What follows belongs to an exercise in optimizing a design on an open flow for small area and a short achievable clock period; a production flow would make more cautious choices. At most, simulation tests tie the RTL to the original design; equivalence was not proved. No activity file was given, so power comes from the tool's default toggle rates.

==> build 71: inputs <==
## icmp_echo_top
module icmp_echo_top #(
    parameter int unsigned tx_timeout = 1023
)
(
    input  logic        clk,
    input  logic        rstn,
    input  logic        rx_req,
    input  logic [15:0] rx_len,
    input  logic [7:0]  rx_data,
    input  logic        rx_error,
    input  logic        ip_tx_ack,
    input  logic        data_req,
    input  logic        mac_send_end,
    output logic        tx_req,
    output logic        tx_ready,
    output logic [7:0]  tx_data,
    output logic        tx_end
);
clock: 6.0 ns
lec_check: 0
cap_margin: 20
core_margin: 2
core_utilization: 40
cts_buf_list: sky130_fd_sc_hd__clkbuf_4 sky130_fd_sc_hd__clkbuf_8
setup_slack_margin: 3.2
slew_margin: 20
run.sh (not shown) runs the stock make flow with config.mk's settings and CLKGATE_MAP_FILE= SYNTH_SCRIPT=/design/flow/synth_recipe.tcl, a recipe that flattens the netlist after the stock synthesis.
==> build 19: changes against build 71 <==
--- a/flow/design.v
+++ b/flow/design.v
@@ -1,38 +1,71 @@
 package icmp_pkg;
-    localparam int RING_LEN = 256;
+    localparam int RING_LEN = 256 + 4;
     localparam int TAP_STEP = 8;
+    function automatic logic [8:0] add8(input logic [7:0] a, input logic [7:0] b,
+                                        input logic ci);
+        logic [7:0] g, p, gg, pp, gn, pn;
+        g  = a & b;
+        p  = a ^ b;
+        gg = g;
+        pp = p;
+        gg[0] = g[0] | (p[0] & ci);
+        for (int d = 1; d < 8; d = d * 2)
+        begin
+            gn = gg;
+            pn = pp;
+            for (int i = d; i < 8; i++)
+            begin
+                gn[i] = gg[i] | (pp[i] & gg[i-d]);
+                pn[i] = pp[i] & pp[i-d];
+            end
+            gg = gn;
+            pp = pn;
+        end
+        add8 = {gg[7], p ^ {gg[6:0], ci}};
+    endfunction
 endpackage
 `timescale 1ns/1ns
 module icmp_payload_ram
 (
     input  logic       clk,
     input  logic       wr_en,
     input  logic [7:0] wr_data,
-    input  logic [7:0] rd_pos,
+    input  logic [8:0] rd_pos,
+    input  logic [8:0] rd_pos_next,    
     output logic [7:0] rd_data
 );
     localparam int N  = icmp_pkg::RING_LEN;
     localparam int S  = icmp_pkg::TAP_STEP;
-    localparam int NG = N / S;
+    localparam int NG = (N + S - 1) / S;
     logic [7:0] ring [N];
     logic [7:0] grp;
     logic [7:0] dly  [1:S];
     always_ff @(posedge clk)
     begin
         ring[0] <= wr_en ? wr_data : ring[N-1];
         for (int i = 1; i < N; i++)
             ring[i] <= ring[i-1];
     end
+    localparam int NH = (NG + 7) / 8;
+    logic [NH-1:0] gsel_h;
+    logic [7:0]    gsel_l;
+    always_ff @(posedge clk)
+    begin
+        for (int h = 0; h < NH; h++)
+            gsel_h[h] <= (rd_pos_next[8:6] == 3'(h));
+        for (int l = 0; l < 8; l++)
+            gsel_l[l] <= (rd_pos_next[5:3] == 3'(l));
+    end
     always_comb
     begin
         grp = '0;
         for (int g = 0; g < NG; g++)
-            grp = grp | ({8{rd_pos[7:3] == 5'(g)}} & ring[g*S]);
+            grp = grp | ({8{gsel_h[g/8] && gsel_l[g%8]}} & ring[g*S]);
     end
     always_ff @(posedge clk)
     begin
         dly[1] <= grp;
         for (int k = 2; k <= S; k++)
             dly[k] <= dly[k-1];
     end
     always_comb
@@ -69,43 +102,46 @@
     logic s_ver;       
     logic s_start;     
     logic s_wack;      
     logic s_ready;     
     logic s_send;      
     logic s_wend;      
     logic s_done;      
     logic [9:0]  cnt;        
+    logic        cnt0;       
     logic        cnt_run;
     logic        last;       
-    logic [8:0]  len;        
+    logic [8:0]  len_m2;     
     logic        len_ok;
     logic        bad;
     logic        tmo;
     logic        chk_ok;
     logic [7:0]  code;
-    logic [15:0] id;
-    logic [15:0] seq;
+    logic [7:0]  rx_q;       
+    logic        v_chk;      
+    logic        v_rep;      
     logic [7:0]  x_chk, x_rep;
     logic [7:0]  chk_p, chk_q;
     logic        chk_c;
     logic [7:0]  rep_p, rep_q;
     logic        rep_c;
     logic [8:0]  chk_s, rep_s;
     logic        rep_step;
-    logic [7:0]  pos;
+    logic [8:0]  pos;
+    logic [8:0]  pos_next;
     logic [7:0]  rd_data;
     logic [7:0]  next_byte;
     assign tx_req   = s_wack;
     assign tx_ready = s_ready;
     assign len_ok  = (rx_len[15:9] == 7'd0) &&
                      (rx_len[8] ? (rx_len[7:0] <= 8'd8) : (rx_len[7:3] != 5'd0));
-    assign bad     = rx_error || (cnt == 10'd0 && rx_data != 8'd8);
+    assign bad     = rx_error || (cnt0 && rx_data != 8'd8);
     assign tmo     = (cnt == 10'(tx_timeout));
-    assign chk_ok  = (chk_p == 8'hff) && (chk_q == 8'hff);
+    assign chk_ok  = !chk_c && (chk_p == 8'hff) && (chk_q == 8'hff);
     assign cnt_run = s_recv || s_send || (s_ready && !data_req);
     always_ff @(posedge clk)
     begin
         if (!rstn)
         begin
             s_idle  <= 1'b1;
             s_recv  <= 1'b0;
             s_pad   <= 1'b0;
@@ -138,39 +174,42 @@
             s_done  <= (s_ready && !data_req && tmo) || (s_wend && mac_send_end);
             tx_data <= s_send ? next_byte : 8'h00;
             tx_end  <= s_send && last;
         end
     end
     always_ff @(posedge clk)
     begin
         cnt  <= cnt_run ? cnt + 10'd1 : 10'd0;
-        last <= cnt_run && (cnt + 10'd2 == {1'b0, len});
+        cnt0 <= !cnt_run || (cnt == 10'h3ff);
+        last <= cnt_run && (cnt == {1'b0, len_m2});
         if (s_idle)
-            len <= rx_len[8:0];
+            len_m2 <= rx_len[8:0] - 9'd2;
     end
     always_ff @(posedge clk)
     begin
         if (s_recv)
         begin
             case (cnt)
-                10'd1: code      <= rx_data;
-                10'd4: id[15:8]  <= rx_data;
-                10'd5: id[7:0]   <= rx_data;
-                10'd6: seq[15:8] <= rx_data;
-                10'd7: seq[7:0]  <= rx_data;
+                10'd1:   code <= rx_data;
                 default: ;
             endcase
         end
     end
-    assign x_chk = s_recv ? rx_data : 8'h00;
-    assign x_rep = (s_recv && !(cnt == 10'd0 || cnt == 10'd2 || cnt == 10'd3)) ? rx_data : 8'h00;
-    assign chk_s = {1'b0, chk_p} + {1'b0, x_chk} + {8'h00, chk_c};
-    assign rep_s = {1'b0, rep_p} + {1'b0, x_rep} + {8'h00, rep_c};
-    assign rep_step = s_recv || s_pad || s_f1 || s_f2 || (s_ver && !len[0]);
+    always_ff @(posedge clk)
+    begin
+        rx_q  <= rx_data;
+        v_chk <= s_recv;
+        v_rep <= s_recv && !(cnt0 || cnt == 10'd2 || cnt == 10'd3);
+    end
+    assign x_chk = v_chk ? rx_q : 8'h00;
+    assign x_rep = v_rep ? rx_q : 8'h00;
+    assign chk_s = icmp_pkg::add8(chk_p, x_chk, chk_c);
+    assign rep_s = icmp_pkg::add8(rep_p, x_rep, rep_c);
+    assign rep_step = s_recv || s_pad || s_f1 || s_f2 || s_ver || (s_start && !len_m2[0]);
     always_ff @(posedge clk)
     begin
         if (s_idle)
         begin
             chk_p <= '0;
             chk_q <= '0;
             chk_c <= 1'b0;
             rep_p <= '0;
@@ -185,37 +224,38 @@
             if (rep_step)
             begin
                 rep_p <= rep_q;
                 rep_q <= rep_s[7:0];
                 rep_c <= rep_s[8];
             end
         end
     end
-    always_ff @(posedge clk)
+    always_comb
     begin
         if (s_idle)
-            pos <= 8'd247;
-        else if (!(s_send && cnt >= 10'd7))
-            pos <= pos + 8'd1;
-    end
+            pos_next = 9'(icmp_pkg::RING_LEN - 5);
+        else if (!(s_send && cnt >= 10'd3))
+            pos_next = (pos == 9'(icmp_pkg::RING_LEN - 1)) ? 9'd0 : pos + 9'd1;
+        else
+            pos_next = pos;
+    end
+    always_ff @(posedge clk)
+        pos <= pos_next;
     icmp_payload_ram u_ram (
         .clk     (clk),
         .wr_en   (s_recv),
         .wr_data (rx_data),
-        .rd_pos  (pos),
+        .rd_pos      (pos),
+        .rd_pos_next (pos_next),
         .rd_data (rd_data)
     );
     always_comb
     begin
         case (cnt)
             10'd0:   next_byte = 8'd0;
             10'd1:   next_byte = code;
             10'd2:   next_byte = ~rep_p;
             10'd3:   next_byte = ~rep_q;
-            10'd4:   next_byte = id[15:8];
-            10'd5:   next_byte = id[7:0];
-            10'd6:   next_byte = seq[15:8];
-            10'd7:   next_byte = seq[7:0];
-            default: next_byte = rd_data;
+            default: next_byte = rd_data;    
         endcase
     end
 endmodule
- CTS_BUF_LIST: sky130_fd_sc_hd__clkbuf_4 sky130_fd_sc_hd__clkbuf_8 -> default
- CTS_CLUSTER_DIAMETER: default -> 100
- CTS_CLUSTER_SIZE: default -> 25
- SETUP_SLACK_MARGIN: 3.2 -> 3.7
==> run notes <==
grt met3 use=~1.9%; Via density=between 4 and 5; Logic inverters=32; placed cell area=52,500 um^2; Clk network pwr share=between 30% and 40%; fraction of synthesized area in multiplexers=less than 1%; clock latency (worst-skew pair)=between 0.6 and 0.7 ns; pwr dens=403 nW/um^2; vias in the first global route=around 19,000; nets@finish=3,143; Synth area leaders=dfxtp_1, edfxtp_1, a22oi_1, a222oi_1, a22o_1; status=timing/DRC/antenna clean; chip height=around 360 um; switching part of the total=a little under a fifth; delay-heaviest family, CP=flip-flops; count of different cell masters after synthesis=between 60 and 70; Area growth, synth to finish=10.7%; FF-to-FF End=chk_q[6]$_SDFF_PP0_; sequential group share of total power=between 60% and 70%; Post-synth EDFFs=17; Synth top area share=approximately 90%; FF-to-FF path depth=9
-- figures above: build 19

==> run notes <==
chip height=approximately 360 um; placed cell area=about 53,000 um^2; Synth area leaders=dfxtp_1, edfxtp_1, nand2_1, mux2i_1, ha_1; grt met3 use=a little over 4%; nets@finish=about 3,500; Area growth, synth to finish=18.9%; FF-to-FF path depth=7; sequential group share of total power=54.2%; Logic inverters=around 50; status=timing/DRC/antenna clean; fraction of synthesized area in multiplexers=less than 1%; count of different cell masters after synthesis=77; clock latency (worst-skew pair)=0.93 ns; switching part of the total=approximately a fifth; Synth top area share=a little under nine tenths; Clk network pwr share=approximately 46%; Post-synth EDFFs=a little under 50
-- figures above: build 71

For build 71, only the layout was checked, not whether the RTL still works.

-- port drivers added, routing unchanged --
The flow's constraints put no driver on any port. The routed layouts listed below were extracted and timed again, unchanged, in two steps.
Step 1, drivers: a clkbuf_16 drives clk and a buf_2 each remaining input, both assumed.
Step 2 also shifts input and output timing later by t, the mid clock arrival at the registers, as if the neighbouring blocks saw the same clock.
Three values: ideal ports, drivers, drivers and shift; two values: the first two.
run | t, ns | setup slack, ns | worst setup path after step 2
build 71 | 0.953 | 3.163 / 3.163 / 2.366 | input to register
build 19 | 0.745 | 3.667 / 3.595 / 3.063 | input to register
After both steps every run listed still meets setup and hold. The setup slack of build 71, which loses most, moves by 0.000 ns with the drivers and by -0.797 ns with both steps.
